Source: an optimization exercise on an open RTL-to-GDS flow (aim: a short achievable clock period and few clock cycles). Production flows keep margins and buffers that such runs may drop. In this exercise RTL edits were held to simulation tests only and were not proved equivalent to the original. No driver is modelled on the clock port, so clock power and skew are understated where the tree is cut down; a real chip needs a root buffer or a tree. No activity file was given, so power comes from the tool's default toggle rates.

==> module ahbApbBridge, before the edit <==
module ahbApbBridge (
  input  logic                  c,
  input  logic                  HRESET,
  input  logic [32-1:0]    HADDR,
  input  logic [1:0]            HTRANS,
  input  logic                  HWRITE,
  input  logic                  HSEL,
  input  logic [32-1:0]    HWDATA,
  input  logic                  HREADYIN,
  input  logic [32-1:0]    regRdata,
  input  logic [32-1:0]    ramRdata,
  output logic                  regWrEn,
  output logic [32-1:0] ramWrEn,
  output logic [32-1:0] ramRdSel,     
  output logic [32-1:0] ramRdSelHi,   
  output logic [32-1:0]    HRDATA,
  output logic                  HREADYOUT,
  output logic [16-1:0] PSEL,
  output logic [32-1:0]    PADDR,
  output logic                  PWRITE,
  output logic                  PENABLE,
  output logic [32-1:0]    PWDATA
);
  localparam int IDX_W = $clog2(32);
  logic                  accept;
  logic                  setup;
  logic                  regSel;
  logic                  regWrite;
  logic                  ramSel;
  logic                  ramWrite;
  logic [IDX_W-1:0]      hidx;
  logic [3:0]            hregion;
  logic [32-1:0]    addrHold;
  logic                  writeHold;
  apbBridgeFsm fsm (
    .c,
    .HRESET,
    .HSEL,
    .HREADYIN,
    .htrans1   (HTRANS[1]),
    .accept,
    .setup,
    .penable   (PENABLE),
    .HREADYOUT
  );
  apbSlaveDecode decode (
    .c,
    .HRESET,
    .haddr     (HADDR),
    .holdAddr  (addrHold),
    .accept,
    .setup,
    .psel      (PSEL)
  );
  assign hregion = HADDR[31:28];
  assign hidx    = HADDR[23 +: IDX_W];
  always_ff @(posedge c)
  begin
    if (accept)
    begin
      addrHold  <= HADDR;
      writeHold <= HWRITE;
    end
  end
  always_ff @(posedge c)
  begin
    PADDR  <= setup ? addrHold  : HADDR;
    PWRITE <= setup ? writeHold : HWRITE;
  end
  always_ff @(posedge c)
  begin
    regSel   <= (hregion == 4'(0));
    regWrite <= (hregion == 4'(0)) && HWRITE;
    ramSel   <= (hregion == 4'(1));
    ramWrite <= (hregion == 4'(1)) && HWRITE;
    for (int i = 0; i < 32; i++)
    begin
      ramRdSel[i]   <= (hidx == IDX_W'(i));
      ramRdSelHi[i] <= (hidx == IDX_W'(i)) && !HWRITE;
    end
  end
  always_ff @(posedge c)
  begin
    regWrEn <= HRESET && setup && regWrite;
    for (int i = 0; i < 32; i++)
      ramWrEn[i] <= HRESET && setup && ramWrite && ramRdSel[i];
  end
  always_ff @(posedge c)
  begin
    HRDATA <= (ramRdata & {32{ramSel}}) | (regRdata & {32{regSel}});
  end
  assign PWDATA = HWDATA;
endmodule
==> flow/config.mk <==
export PLATFORM = sky130hd
export DESIGN_NAME = ahbApbSystem
export DESIGN_NICKNAME = ahbApbSystem
export VERILOG_FILES = /design/flow/design.v
export SDC_FILE = /design/flow/constraint.sdc
export NUM_CORES = 4
export LEC_CHECK = 0
export CAP_MARGIN = 20
export CORE_MARGIN = 2
export CORE_UTILIZATION = 70
export SETUP_SLACK_MARGIN = 1.95
export SLEW_MARGIN = 20
==> flow/constraint.sdc <==
create_clock -name core_clock -period 3.5 [get_ports {c}]
set_input_delay 0.7000 -clock core_clock [delete_from_list [all_inputs] [get_ports {c}]]
set_output_delay 0.7000 -clock core_clock [all_outputs]
set_load 0.01 [all_outputs]
standard.sh (not shown) runs the stock make flow with config.mk's settings and CLKGATE_MAP_FILE= SYNTH_SCRIPT=/design/flow/synth_recipe.tcl, a recipe that flattens the netlist after the stock synthesis.
==> flow/flow/run.sh <==
#!/bin/bash
# Layout flow: the standard ORFS flow (standard.sh) with these changes:
#  - the clock tree is built by flow/clocktree.tcl (hooked in before CTS) instead of TritonCTS:
#    the clock port drives four clock buffers beside it, each of which drives leaf clock
#    buffers placed at the centres of compact flip-flop clusters (two buffers to every
#    flip-flop, so the tree is shallow), with one of the four branches kept for the
#    read-select registers, whose clock then arrives earlier (useful skew into the read data
#    register);
#  - a second setup repair runs after CTS (flow/postcts.tcl);
#  - the port buffers are buf_4 cells instead of the smallest buffer;
#  - the resizer may swap a cell for any cell of the same function (MATCH_CELL_FOOTPRINT=0).
# Each step's full log is in orfs/logs/; make's own output goes to flow_make.log.
set -euo pipefail
here="$(pwd)"
export PRE_CTS_TCL="$here/flow/clocktree.tcl"
export POST_CTS_TCL="$here/flow/postcts.tcl"
export BUFFER_PORTS_ARGS="-buffer_cell sky130_fd_sc_hd__buf_4"
export CT_LEAF_MAX="${CT_LEAF_MAX:-28}"
# The read-select registers start the paths into the read data register and are loaded from
# ports with time to spare: they get the early branch of the clock tree.
export CT_EARLY="bridge.ramRdSel* bridge.ramSel* bridge.regSel*"
bash standard.sh MATCH_CELL_FOOTPRINT=0 finish > "$here/flow_make.log" 2>&1
Other scripts of this flow, unchanged in this note and not shown: flow/flow/clocktree.tcl, flow/flow/postcts.tcl
Testbench counts at the start, summed over its fixed seeds: cycles 12,808.
Next try:
--- a/flow/design.v
+++ b/flow/design.v
@@ -113,13 +113,12 @@
 );
   localparam int IDX_W = $clog2(32);
   logic                  accept;
   logic                  setup;
   logic                  regSel;
   logic                  regWrite;
-  logic                  ramSel;
   logic                  ramWrite;
   logic [IDX_W-1:0]      hidx;
   logic [3:0]            hregion;
   logic [32-1:0]    addrHold;
   logic                  writeHold;
   apbBridgeFsm fsm (
@@ -158,29 +157,28 @@
     PWRITE <= setup ? writeHold : HWRITE;
   end
   always_ff @(posedge c)
   begin
     regSel   <= (hregion == 4'(0));
     regWrite <= (hregion == 4'(0)) && HWRITE;
-    ramSel   <= (hregion == 4'(1));
     ramWrite <= (hregion == 4'(1)) && HWRITE;
     for (int i = 0; i < 32; i++)
     begin
-      ramRdSel[i]   <= (hidx == IDX_W'(i));
-      ramRdSelHi[i] <= (hidx == IDX_W'(i)) && !HWRITE;
+      ramRdSel[i]   <= (hregion == 4'(1)) && (hidx == IDX_W'(i));
+      ramRdSelHi[i] <= (hregion == 4'(1)) && (hidx == IDX_W'(i)) && !HWRITE;
     end
   end
   always_ff @(posedge c)
   begin
     regWrEn <= HRESET && setup && regWrite;
     for (int i = 0; i < 32; i++)
       ramWrEn[i] <= HRESET && setup && ramWrite && ramRdSel[i];
   end
   always_ff @(posedge c)
   begin
-    HRDATA <= (ramRdata & {32{ramSel}}) | (regRdata & {32{regSel}});
+    HRDATA <= ramRdata | (regRdata & {32{regSel}});
   end
   assign PWDATA = HWDATA;
 endmodule
 module ahbApbSystem (
   input  logic                  c,
   input  logic                  HRESET,
=> Total power drops slightly; critical path depth is unchanged; setup slack loses 37 ps; design area climbs slightly; worst hold slack loses 14 ps; clock skew climbs by 21 ps; first-iteration DRC count climbs by well over a third; global-route usage climbs by 6.2 points; sequential power is about the same; area after synthesis drops slightly; via count climbs by a little under a tenth; register-to-register slack gains 40 ps.
Testbench counts after the change, summed over its fixed seeds: cycles 12,808.
In every run of this note, the design's own scripts or RTL, not TritonCTS, make the clock network.

========
The RTL this note starts from:
==> flow/design.v <==
module apbBridgeFsm (
  input  logic c,
  input  logic HRESET,
  input  logic HSEL,
  input  logic HREADYIN,
  input  logic htrans1,
  output logic accept,      
  output logic setup,       
  output logic penable,     
  output logic HREADYOUT
);
  assign accept = HSEL && HREADYIN && htrans1 && !setup;
  always_ff @(posedge c)
  begin
    if (!HRESET)
    begin
      setup     <= 1'b0;
      penable   <= 1'b0;
      HREADYOUT <= 1'b1;
    end
    else
    begin
      setup     <= accept;
      penable   <= setup;
      HREADYOUT <= !accept;
    end
  end
endmodule
module apbSlaveDecode (
  input  logic                  c,
  input  logic                  HRESET,
  input  logic [32-1:0]    haddr,
  input  logic [32-1:0]    holdAddr,   
  input  logic                  accept,
  input  logic                  setup,
  output logic [16-1:0] psel
);
  logic [16-1:0] pselDec;
  logic [16-1:0] pselHold;
  assign pselDec  = 16'(1) << haddr[31:28];
  assign pselHold = 16'(1) << holdAddr[31:28];
  always_ff @(posedge c)
  begin
    if (!HRESET)
      psel <= '0;
    else if (setup)
      psel <= pselHold;
    else
      psel <= accept ? pselDec : '0;
  end
endmodule
module apbTargetRegister (
  input  logic               c,
  input  logic               HRESET,
  input  logic               wrEn,     
  input  logic [32-1:0] pwdata,
  output logic [32-1:0] prdata
);
  logic [32-1:0] content;
  always_ff @(posedge c)
  begin
    if (!HRESET)
      content <= '0;
    else if (wrEn)
      content <= pwdata;
  end
  assign prdata = content;
endmodule
module apbTargetRam (
  input  logic                 c,
  input  logic [32-1:0] wrEn,    
  input  logic [32-1:0] rdSel,   
  input  logic [32-1:0]    pwdata,
  output logic [32-1:0]    prdata   
);
  logic [32-1:0] mem [0:32-1];
  always_ff @(posedge c)
  begin
    for (int i = 0; i < 32; i++)
      if (wrEn[i])
        mem[i] <= pwdata;
  end
  always_comb
  begin
    prdata = '0;
    for (int i = 0; i < 32; i++)
      prdata = prdata | (mem[i] & {32{rdSel[i]}});
  end
endmodule
module ahbApbBridge (
  input  logic                  c,
  input  logic                  HRESET,
  input  logic [32-1:0]    HADDR,
  input  logic [1:0]            HTRANS,
  input  logic                  HWRITE,
  input  logic                  HSEL,
  input  logic [32-1:0]    HWDATA,
  input  logic                  HREADYIN,
  input  logic [32-1:0]    regRdata,
  input  logic [32-1:0]    ramRdata,
  output logic                  regWrEn,
  output logic [32-1:0] ramWrEn,
  output logic [32-1:0] ramRdSel,
  output logic [32-1:0]    HRDATA,
  output logic                  HREADYOUT,
  output logic [16-1:0] PSEL,
  output logic [32-1:0]    PADDR,
  output logic                  PWRITE,
  output logic                  PENABLE,
  output logic [32-1:0]    PWDATA
);
  localparam int IDX_W = $clog2(32);
  logic                  accept;
  logic                  setup;
  logic                  regSel;
  logic [IDX_W-1:0]      hidx;
  logic [3:0]            hregion;
  logic [32-1:0]    addrHold;
  logic                  writeHold;
  apbBridgeFsm fsm (
    .c,
    .HRESET,
    .HSEL,
    .HREADYIN,
    .htrans1   (HTRANS[1]),
    .accept,
    .setup,
    .penable   (PENABLE),
    .HREADYOUT
  );
  apbSlaveDecode decode (
    .c,
    .HRESET,
    .haddr     (HADDR),
    .holdAddr  (addrHold),
    .accept,
    .setup,
    .psel      (PSEL)
  );
  assign hregion = HADDR[31:28];
  assign hidx    = HADDR[23 +: IDX_W];
  always_ff @(posedge c)
  begin
    if (accept)
    begin
      addrHold  <= HADDR;
      writeHold <= HWRITE;
    end
  end
  always_ff @(posedge c)
  begin
    PADDR  <= setup ? addrHold  : HADDR;
    PWRITE <= setup ? writeHold : HWRITE;
  end
  always_ff @(posedge c)
  begin
    if (!setup)
    begin
      regSel <= (hregion == 4'(0));
      for (int i = 0; i < 32; i++)
        ramRdSel[i] <= (hregion == 4'(1)) && (hidx == IDX_W'(i));
    end
  end
  always_ff @(posedge c)
  begin
    regWrEn <= HRESET && setup && PWRITE && regSel;
    for (int i = 0; i < 32; i++)
      ramWrEn[i] <= HRESET && setup && PWRITE && ramRdSel[i];
  end
  always_ff @(posedge c)
  begin
    HRDATA <= ramRdata | (regRdata & {32{regSel}});
  end
  assign PWDATA = HWDATA;
endmodule
module ahbApbSystem (
  input  logic                  c,
  input  logic                  HRESET,
  input  logic [32-1:0]    HADDR,
  input  logic [1:0]            HTRANS,
  input  logic                  HWRITE,
  input  logic                  HSEL,
  input  logic [32-1:0]    HWDATA,
  input  logic                  HREADYIN,
  output logic [32-1:0]    HRDATA,
  output logic                  HREADYOUT,
  output logic [16-1:0] PSEL,
  output logic [32-1:0]    PADDR,
  output logic                  PWRITE,
  output logic                  PENABLE,
  output logic [32-1:0]    PWDATA
);
  logic [32-1:0]    regRdata;
  logic [32-1:0]    ramRdata;
  logic                  regWrEn;
  logic [32-1:0] ramWrEn;
  logic [32-1:0] ramRdSel;
  ahbApbBridge bridge (
    .c,
    .HRESET,
    .HADDR,
    .HTRANS,
    .HWRITE,
    .HSEL,
    .HWDATA,
    .HREADYIN,
    .regRdata,
    .ramRdata,
    .regWrEn,
    .ramWrEn,
    .ramRdSel,
    .HRDATA,
    .HREADYOUT,
    .PSEL,
    .PADDR,
    .PWRITE,
    .PENABLE,
    .PWDATA
  );
  apbTargetRegister regTarget (
    .c,
    .HRESET,
    .wrEn    (regWrEn),
    .pwdata  (PWDATA),
    .prdata  (regRdata)
  );
  apbTargetRam ramTarget (
    .c,
    .wrEn    (ramWrEn),
    .rdSel   (ramRdSel),
    .pwdata  (PWDATA),
    .prdata  (ramRdata)
  );
endmodule
clock: 3.5 ns
lec_check: 0
cap_margin: 20
core_margin: 2
core_utilization: 40
setup_slack_margin: 2.0
slew_margin: 20
run.sh (not shown) runs the stock make flow with config.mk's settings and CLKGATE_MAP_FILE= SYNTH_SCRIPT=/design/flow/synth_recipe.tcl, a recipe that flattens the netlist after the stock synthesis.
Stock flow here: none of the scripts above is used.
Testbench counts at the start, summed over its fixed seeds: cycles 12,808.
Next try:
--- a/flow/design.v
+++ b/flow/design.v
@@ -28,26 +28,21 @@
 endmodule
 module apbSlaveDecode (
   input  logic                  c,
   input  logic                  HRESET,
   input  logic [32-1:0]    haddr,
-  input  logic [32-1:0]    holdAddr,   
   input  logic                  accept,
   input  logic                  setup,
   output logic [16-1:0] psel
 );
   logic [16-1:0] pselDec;
-  logic [16-1:0] pselHold;
-  assign pselDec  = 16'(1) << haddr[31:28];
-  assign pselHold = 16'(1) << holdAddr[31:28];
+  assign pselDec = 16'(1) << haddr[31:28];
   always_ff @(posedge c)
   begin
     if (!HRESET)
       psel <= '0;
-    else if (setup)
-      psel <= pselHold;
-    else
+    else if (!setup)
       psel <= accept ? pselDec : '0;
   end
 endmodule
 module apbTargetRegister (
   input  logic               c,
@@ -113,12 +108,10 @@
   logic                  accept;
   logic                  setup;
   logic                  regSel;
   logic [IDX_W-1:0]      hidx;
   logic [3:0]            hregion;
-  logic [32-1:0]    addrHold;
-  logic                  writeHold;
   apbBridgeFsm fsm (
     .c,
     .HRESET,
     .HSEL,
     .HREADYIN,
@@ -130,34 +123,22 @@
   );
   apbSlaveDecode decode (
     .c,
     .HRESET,
     .haddr     (HADDR),
-    .holdAddr  (addrHold),
     .accept,
     .setup,
     .psel      (PSEL)
   );
   assign hregion = HADDR[31:28];
   assign hidx    = HADDR[23 +: IDX_W];
   always_ff @(posedge c)
   begin
-    if (accept)
-    begin
-      addrHold  <= HADDR;
-      writeHold <= HWRITE;
-    end
-  end
-  always_ff @(posedge c)
-  begin
-    PADDR  <= setup ? addrHold  : HADDR;
-    PWRITE <= setup ? writeHold : HWRITE;
-  end
-  always_ff @(posedge c)
-  begin
     if (!setup)
     begin
+      PADDR  <= HADDR;
+      PWRITE <= HWRITE;
       regSel <= (hregion == 4'(0));
       for (int i = 0; i < 32; i++)
         ramRdSel[i] <= (hregion == 4'(1)) && (hidx == IDX_W'(i));
     end
   end
After rerunning:
- final cell count is lower by 1.7%
- total power is lower by 3.1%
- clock skew is lower by 0.013 ns
- utilization is higher by 1.2 points
- sequential share of layout area is lower by 0.76 points
- worst setup slack is worse by 0.058 ns
- global-route usage is higher by 1.5 points
- register-to-register slack is worse by 0.02 ns
- wire length is higher by 2.7%
- synthesized area is lower by 2.7%
- critical path depth stays the same
- via count is lower by 0.79%
Testbench counts after the change, summed over its fixed seeds: cycles 12,808.

-- afterwards: timing with drivers on the ports --
Ports are ideal in the flow. The routed layouts listed here were re-timed in OpenROAD.
Step 1 assumes that a clkbuf_16 drives the clock port and a buf_2 every other input.
Step 2, shift: input delay + t, output delay - t, t = (earliest + latest rising clock arrival at the registers) / 2. This alone moves slack from input paths to output paths.
Slacks: ideal ports / drivers / drivers and shift; pairs: ideal ports / drivers.
| run | shift t [ns] | setup WS [ns] | worst setup path at the end | latest minus earliest clock arrival (ns) | cell pins on the clock port's net |
|---|---|---|---|---|---|
| the first run of note 1 | 0.488 | 1.813 / 1.652 / 1.522 | input to register | 0.190 / 0.190 | 4 |
| the second run of note 1 | 0.490 | 1.776 / 1.720 / 1.513 | input to register | 0.208 / 0.208 | 4 |
| the first run of note 2 | 0.766 | 1.602 / 1.533 / 1.203 | input to register | 0.051 / 0.051 | 1 |
| the second run of note 2 | 0.759 | 1.544 / 1.478 / 1.310 | input to register | 0.037 / 0.038 | 1 |
After both steps setup and hold are still met in every run listed. For the first run of note 2, which loses most, drivers alone change the setup slack by -0.069 ns; drivers and shift together by -0.399 ns.
